Background: an optimization exercise with open tools, aiming at small area, a short achievable clock period and few clock cycles per item. Do not read the settings as production practice.
The RTL was checked by simulation tests, not by an equivalence proof against the original design.
Power is estimated from default activity; no workload was simulated.

==> design.v <==
package deq_pkg;
  localparam int DEQ_DEPTH = 16;
  localparam int WORD_W    = 32;
  typedef enum logic [1:0] {
    OP_PUSH_FRONT = 2'd0,
    OP_PUSH_BACK  = 2'd1,
    OP_POP_FRONT  = 2'd2,
    OP_POP_BACK   = 2'd3
  } deq_op_t;
  typedef enum logic [1:0] {
    ST_DONE  = 2'd0,
    ST_EMPTY = 2'd1,
    ST_FULL  = 2'd2
  } deq_status_t;
  typedef struct packed {
    logic                     add_front;
    logic                     add_back;
    logic                     take_front;
    logic                     take_back;
    logic signed [WORD_W-1:0] word;
  } cell_ctrl_t;
endpackage
module deq_cell (
  input  logic                              clk,
  input  logic                              we,
  input  logic signed [deq_pkg::WORD_W-1:0] wdata,
  output logic signed [deq_pkg::WORD_W-1:0] data
);
  always_ff @(posedge clk) begin
    if (we) data <= wdata;
  end
endmodule
module double_ended_queue_unit #(
  parameter int DEPTH = deq_pkg::DEQ_DEPTH,
  parameter int CNT_W = $clog2(DEPTH + 1)
) (
  input  logic                              clk,
  input  logic                              rst_n,
  input  logic                              in_valid,
  output logic                              in_ready,
  input  logic [1:0]                        in_func,
  input  logic signed [deq_pkg::WORD_W-1:0] in_value,
  output logic                              out_valid,
  input  logic                              out_ready,
  output logic signed [deq_pkg::WORD_W-1:0] out_popped,
  output logic [1:0]                        out_status,
  output logic [CNT_W-1:0]                  out_occupancy
);
  localparam int PTR_W = DEPTH / 2;   
  localparam int W     = deq_pkg::WORD_W;
  logic [CNT_W-1:0] cnt_r;
  logic             full_r, empty_r;
  logic [PTR_W-1:0] hd_r, bk_r;
  logic [DEPTH-1:0] hd_oh, bk_oh;
  logic             a_valid_r;
  logic [DEPTH-1:0] a_sel_r;   
  logic             a_pe_r;
  logic [1:0]       a_status_r;
  logic [CNT_W-1:0] a_occ_r;
  logic             s_valid_r, in_ready_r;
  logic [W-1:0]     s_popped_r;
  logic [1:0]       s_status_r;
  logic [CNT_W-1:0] s_occ_r;
  logic             out_valid_r;
  logic [W-1:0]     popped_r;
  logic [1:0]       status_r;
  logic [CNT_W-1:0] occ_r;
  logic             accept, wr_en, wr_f, wr_b, pop_f, pop_b;
  logic [1:0]       status_nxt;
  logic [CNT_W-1:0] occ_nxt;
  logic             out_free, a_to_s;
  logic [W-1:0]     mem [DEPTH];
  logic [DEPTH-1:0] we;
  logic [W-1:0]     a_word;
  assign in_ready = in_ready_r;
  assign accept   = in_valid && in_ready_r;   
  assign out_free = !out_valid_r || out_ready;
  assign wr_en    = accept && !in_func[1];
  assign wr_f     = wr_en && !in_func[0] && !full_r;
  assign wr_b     = wr_en &&  in_func[0] && !full_r;
  assign pop_f    = accept && in_func[1] && !in_func[0] && !empty_r;
  assign pop_b    = accept && in_func[1] &&  in_func[0] && !empty_r;
  function automatic logic [DEPTH-1:0] jdec(input logic [PTR_W-1:0] j);
    jdec[0]     = !j[PTR_W-1] && !j[0];
    jdec[PTR_W] =  j[PTR_W-1] &&  j[0];
    for (int k = 1; k < PTR_W; k++) begin
      jdec[k]         =  j[k-1] && !j[k];
      jdec[PTR_W + k] = !j[k-1] &&  j[k];
    end
  endfunction
  function automatic logic [PTR_W-1:0] jinc(input logic [PTR_W-1:0] j);
    jinc = {j[PTR_W-2:0], !j[PTR_W-1]};
  endfunction
  function automatic logic [PTR_W-1:0] jdecr(input logic [PTR_W-1:0] j);
    jdecr = {!j[0], j[PTR_W-1:1]};
  endfunction
  assign hd_oh = jdec(hd_r);
  assign bk_oh = jdec(bk_r);
  genvar g;
  generate
    for (g = 0; g < DEPTH; g++) begin : g_word
      logic pre_f, post_b;
      assign pre_f   = hd_oh[(g + 1) % DEPTH];
      assign post_b  = bk_oh[(g + DEPTH - 1) % DEPTH];
      assign we[g]   = wr_en && !full_r && (in_func[0] ? post_b : pre_f);
      deq_cell u_cell (
        .clk   (clk),
        .we    (we[g]),
        .wdata (in_value),
        .data  (mem[g])
      );
    end
  endgenerate
  always_comb begin
    a_word = {W{a_pe_r}};
    for (int i = 0; i < DEPTH; i++) begin
      a_word = a_word | (mem[i] & {W{a_sel_r[i]}});
    end
  end
  always_comb begin
    status_nxt = deq_pkg::ST_DONE;
    occ_nxt    = cnt_r;
    if (!in_func[1]) begin
      if (full_r) status_nxt = deq_pkg::ST_FULL;
      else        occ_nxt    = cnt_r + CNT_W'(1);
    end else begin
      if (empty_r) status_nxt = deq_pkg::ST_EMPTY;
      else         occ_nxt    = cnt_r - CNT_W'(1);
    end
  end
  always_ff @(posedge clk) begin
    if (!rst_n) begin
      cnt_r   <= '0;
      full_r  <= 1'b0;
      empty_r <= 1'b1;
      hd_r    <= '0;                         
      bk_r    <= PTR_W'(1) << (PTR_W - 1);   
    end else begin
      if (accept) begin
        cnt_r   <= occ_nxt;
        full_r  <= (occ_nxt == CNT_W'(DEPTH));
        empty_r <= (occ_nxt == '0);
      end
      if (wr_f)  hd_r <= jdecr(hd_r);
      if (pop_f) hd_r <= jinc(hd_r);
      if (wr_b)  bk_r <= jinc(bk_r);
      if (pop_b) bk_r <= jdecr(bk_r);
    end
  end
  assign a_to_s = !out_free && a_valid_r && accept;
  always_ff @(posedge clk) begin
    if (!rst_n) begin
      a_valid_r   <= 1'b0;
      s_valid_r   <= 1'b0;
      in_ready_r  <= 1'b1;
      out_valid_r <= 1'b0;
    end else begin
      if (s_valid_r) begin
        if (out_free) begin
          out_valid_r <= 1'b1;
          s_valid_r   <= a_valid_r;
          in_ready_r  <= !a_valid_r;
          a_valid_r   <= 1'b0;
        end
      end else if (out_free) begin
        out_valid_r <= a_valid_r;
        a_valid_r   <= accept;
      end else if (a_valid_r) begin
        if (accept) begin
          s_valid_r  <= 1'b1;
          in_ready_r <= 1'b0;
        end
      end else begin
        a_valid_r <= accept;
      end
    end
  end
  always_ff @(posedge clk) begin
    if (accept) begin
      a_sel_r    <= ({DEPTH{pop_f}} & hd_oh) | ({DEPTH{pop_b}} & bk_oh);
      a_pe_r     <= in_func[1] && empty_r;
      a_status_r <= status_nxt;
      a_occ_r    <= occ_nxt;
    end
  end
  always_ff @(posedge clk) begin
    if (a_to_s || (s_valid_r && out_free)) begin
      s_popped_r <= a_word;
      s_status_r <= a_status_r;
      s_occ_r    <= a_occ_r;
    end
  end
  always_ff @(posedge clk) begin
    if (out_free) begin
      popped_r <= s_valid_r ? s_popped_r : a_word;
      status_r <= s_valid_r ? s_status_r : a_status_r;
      occ_r    <= s_valid_r ? s_occ_r    : a_occ_r;
    end
  end
  assign out_valid     = out_valid_r;
  assign out_popped    = popped_r;
  assign out_status    = status_r;
  assign out_occupancy = occ_r;
endmodule
==> flow/run.sh <==
#!/bin/bash
# The standard layout (standard.sh, all ORFS steps), except that the port
# buffers are buf_2 cells instead of the cell buffer_ports picks by itself.
# make's output goes to standard.log; each ORFS step logs under orfs/logs/.
set -euo pipefail
export BUFFER_PORTS_ARGS="-buffer_cell sky130_fd_sc_hd__buf_2"
bash standard.sh > standard.log 2>&1
==> standard.sh <==
#!/bin/bash
# synth_recipe.tcl (not shown) runs the flow's synth.tcl, then flattens the netlist and writes it again
# the make line also repeats each setting of config.mk as NAME=value (left out here)
make -C /OpenROAD-flow-scripts/flow DESIGN_CONFIG=/design/flow/config.mk WORK_HOME=/design/flow/orfs CLKGATE_MAP_FILE= SYNTH_SCRIPT=/design/flow/synth_recipe.tcl "${@:-finish}"
==> config.mk <==
export PLATFORM = sky130hd
export DESIGN_NAME = double_ended_queue_unit
export DESIGN_NICKNAME = double_ended_queue_unit
export VERILOG_FILES = /design/flow/design.v
export SDC_FILE = /design/flow/constraint.sdc
export NUM_CORES = 4
export LEC_CHECK = 0
export CAP_MARGIN = 20
export CORE_MARGIN = 2
export CORE_UTILIZATION = 40
export SETUP_SLACK_MARGIN = 3.0
export SLEW_MARGIN = 20
==> constraint.sdc <==
create_clock -name core_clock -period 5.0 [get_ports {clk}]
set_input_delay 1.0000 -clock core_clock [delete_from_list [all_inputs] [get_ports {clk}]]
set_output_delay 1.0000 -clock core_clock [all_outputs]
set_load 0.01 [all_outputs]
==> results.sh <==
export IMPL_synth_cells=1302
export IMPL_drive_gt1_frac=0.272
export IMPL_root_buffer="clkbuf_16"
export IMPL_ctsHoldBuffers=0
export IMPL_finalMaxSlewViolations=0
export IMPL_cts_max_path_buffers=3
export IMPL_drc_errors=0
export IMPL_synth_top_area_frac=0.787
export IMPL_critPathMaxFanout=13
export IMPL_path_cells="buf_12, a222oi_1, nand3_1, a2111o_1, mux2_2"
export IMPL_maxCapViolations=0
export IMPL_die_y_um=246
export IMPL_worst_path_buf_inv=1
export IMPL_cp_slowest_stage_delay_ps=520
export IMPL_post_place_cells=2105
export IMPL_grt_pass1_wl_mm=92.2
export IMPL_finalPower_mw=11.2
export IMPL_portBuffers=78
export IMPL_initial_utilization=0.406
export IMPL_ant_nets=0
export IMPL_fin_nets=1529
export IMPL_grtUsageTotal=0.209
export IMPL_dp_hpwl_mm=32.0
export IMPL_power_density_nw_per_um2=390
export IMPL_synth_top_area_cell="edfxtp_1"
export IMPL_row_count=88
export IMPL_finalCritPeriodShare=0.455
export IMPL_first_iter_violations=1596
export IMPL_min_delay_path_class="reg2reg"
export IMPL_die_x_um=246
export IMPL_design_die_area_sq_um=60600
export IMPL_syn_num_nets=1342
export IMPL_path_class="reg2reg"
export IMPL_htree_num_levels=2
export IMPL_setup_viol=0
export IMPL_synth_edf_count=614
export IMPL_hold_viol=0
export IMPL_period_needed_ps=2270
export IMPL_num_antenna_cells=0
export IMPL_yosys_warnings=3
export IMPL_cp_data_arrival_time_ps=2660
export IMPL_n_fill_cell=4635
export IMPL_fin_worst_skew_ps=19.5
export IMPL_cellLeakagePower_nw=9.10
export IMPL_grt_max_degree=43
export IMPL_worstSkewPairLatency_ps=650
export IMPL_worst_slew_pin_transition_ps=821
export IMPL_wl_per_cell_um=28.3
export IMPL_cts_tree="done"
export IMPL_crit_path_top_delay_cell="a222oi_1"
export IMPL_ios=79
export IMPL_clock_sinks=641
export IMPL_final_core_util=0.499
export IMPL_synth_cell_types=46
export IMPL_cp_required_ps=5390
export IMPL_synthTopCellsByArea="edfxtp_1 79%, a22oi_1 6.1%, dfxtp_1 2.3%, mux2_2 1.9%, a2111o_1 1.5%"
export IMPL_routed_via_density=5.95
export IMPL_synth_async_reset_ratio=0
export IMPL_drtPass1Iterations=5
export IMPL_synth_avg_cell_area_sq_um=18.0
export IMPL_clk_pin_slew_worst_paths_ps=60
export IMPL_multiInputGateArea_sq_um=4640
export IMPL_cp_end_kind="flop"
export IMPL_gp_routability_congestion=0.843
export IMPL_antenna_found_initial=0
export IMPL_num_vias=13702
export IMPL_syn_area_sq_um=23400
export IMPL_start_kind="flop"
export IMPL_rsz0062_at_grt="true"
export IMPL_grt_pass1_vias=13581
export IMPL_numCtsBuffers=60
export IMPL_ys_seq_area_frac=0.810
export IMPL_fin_cells=2304
export IMPL_overflow=0
export IMPL_tns_ps=0
export IMPL_design_core_area_sq_um=57800
export IMPL_run_status="no timing/DRC/antenna violations"
export IMPL_critPathTopFamily="compound AO/OA/AOI/OAI gates"
export IMPL_ir_worst_vdd_mv=0.253
export IMPL_wl_mm=65.2
export IMPL_timing_fmax_mhz=440
export IMPL_slew_limit_headroom=0.452
export IMPL_regArea_sq_um=19000
export IMPL_area_delta_synth_final_pct=23.0
export IMPL_synth_seq_cells=641
export IMPL_synth_top_flop_cell="edfxtp_1"
## state kept, by name, summed over array words and instances (netlist names)
register	cells
a_status_r	2
a_valid_r	1
out_valid_r	1
s_occ_r	5
g_word.u_cell.data	512
s_popped_r	32
s_valid_r	1
full_r	1
s_status_r	2
a_pe_r	1
cnt_r	5
hd_r	8
a_occ_r	5
popped_r	32
a_sel_r	16
bk_r	8
empty_r	1
in_ready_r	1
occ_r	5
status_r	2
## final timing paths
path	startpoint	end	slack (ps)	depth (start not counted)
max	a_sel_r[6]	popped_r[10]	2730	5
min	a_occ_r[1]	s_occ_r[1]	460	0
max reg2reg	a_sel_r[6]	popped_r[10]	2730	5
min reg2reg	a_occ_r[1]	s_occ_r[1]	460	0
## cells in the final DEF (no fill, tap or decap), drive strengths merged, types with 5 or more instances in the layout
master,n
nand4,32
nor3,12
and3,5
a21oi,10
nand3,34
a22oi,192
edfxtp,614
o32ai,10
clkinvlp,5
inv,20
mux2,39
a31oi,22
o22ai,5
a311oi,5
dfxtp,27
bufinv,9
nor2,43
clkbuf,74
a222oi,32
a2111o,32
o21ai,7
nand2,44
clkinv,31
buf,194
## final cells by class
type / instances / area share
sequential: 641 / 0.658
clock buffer: 68 / 0.0535
tap: 765 / 0.0332
multi-input combinational: 563 / 0.161
timing repair buffer: 202 / 0.0728
clock inverter: 44 / 0.0177
inverter: 20 / 0.00330
timing repair inverter: 1 / 0.000304
## metrics by stage
step	setup WS [ps]	area (sq um)	hold slack (ps)
after floorplan	2070	23900	422
after global placement	1320	25100	441
after detailed placement	1270	25200	442
after CTS	2720	28300	457
after global routing	2650	28800	478
final	2730	28800	458
## layer usage
metal	vias to the layer above	wire length, um	GRT usage
li1	5823	-	-
met1	7079	26100	0.282
met2	694	31600	0.341
met3	106	5220	0.0320
met4	0	2230	0.0838
met5	-	0	0
## logic make-up (layout without fill, tap and decap cells)
group	count (synthesis)	count (layout)	share of synthesized area
xor gates and xnor gates	6	6	0.00224
and+or+nand+nor	190	190	0.0399
DFF	641	641	0.810
AOI/OAI and AO/OA	323	325	0.110
adders and majority gates	2	2	0.00107
muxes	40	40	0.0192
buffers and inverters	100	335	0.0178
## timing repair
| item | 4_1_cts | 5_1_grt |
|---|---|---|
| setup endpoints to repair | 618 | 587 |
| gates cloned | 8 | 8 |
| gates resized for setup | 103 | 62 |
| pin swaps | 39 | 45 |
| buffers inserted | 53 | 18 |
## synthesized netlist by cell type, types with 2 or more instances
library cell	instances
a311oi_1	5
and3_1	5
nand2b_1	4
inv_1	19
a2111o_1	32
o22ai_1	5
nor2b_1	3
o32ai_1	10
o21ai_0	5
clkbuf_2	2
xnor2_1	4
mux2_2	39
nand3b_1	2
nand4_1	32
nor2_1	41
ha_1	2
buf_6	4
or3_1	2
and2_1	3
nor2_2	2
nand3_1	34
a22oi_1	192
a221oi_1	3
clkbuf_1	65
buf_2	8
dfxtp_1	27
xor2_1	2
a21oi_1	10
nand2_1	44
nor3b_1	4
a222oi_1	32
nor3_1	12
edfxtp_1	614
a31oi_1	22
## power by group
| group | internal (mW) | total [mW] | switching [mW] | leakage [nW] |
|---|---|---|---|---|
| combinational | 0.180 | 0.527 | 0.347 | 2.32 |
| sequential | 5.95 | 5.99 | 0.0395 | 5.77 |
| clock | 2.70 | 4.73 | 2.04 | 1.01 |
| total | 8.83 | 11.2 | 2.42 | 9.10 |
## worst reg2reg max path, delay by kind of cell (launching register included)
kind	cells	cell delay, ps
buffers and inverters	1	200
AND/OR/NAND/NOR	1	170
AO/OA/AOI/OAI	2	930
flip-flops	1	450
multiplexers	1	270
Testbench counts, summed over its fixed seeds: cycles 24,016, items 24,000.

==> what the ideal ports hide <==
How much do the figures lean on ideal ports? The routed layout below was timed once more, with nothing changed but the port constraints.
Step 1: set_driving_cell puts a clkbuf_16 on clk and a buf_2 on each other input, an assumption about the parent block.
Step 2 also shifts input and output timing later by t, the mid clock arrival at the registers, as if the neighbouring blocks saw the same clock.
Three values: ideal, step 1, step 2; two values: the first two.
t, ns: 0.699
slack for setup (ns): 2.726 / 2.726 / 2.338
clock arrival spread, ns: 0.022 / 0.022
After both steps setup and hold are still met in this run. The setup slack of this run moves by 0.000 ns with the drivers and by -0.388 ns with both steps.
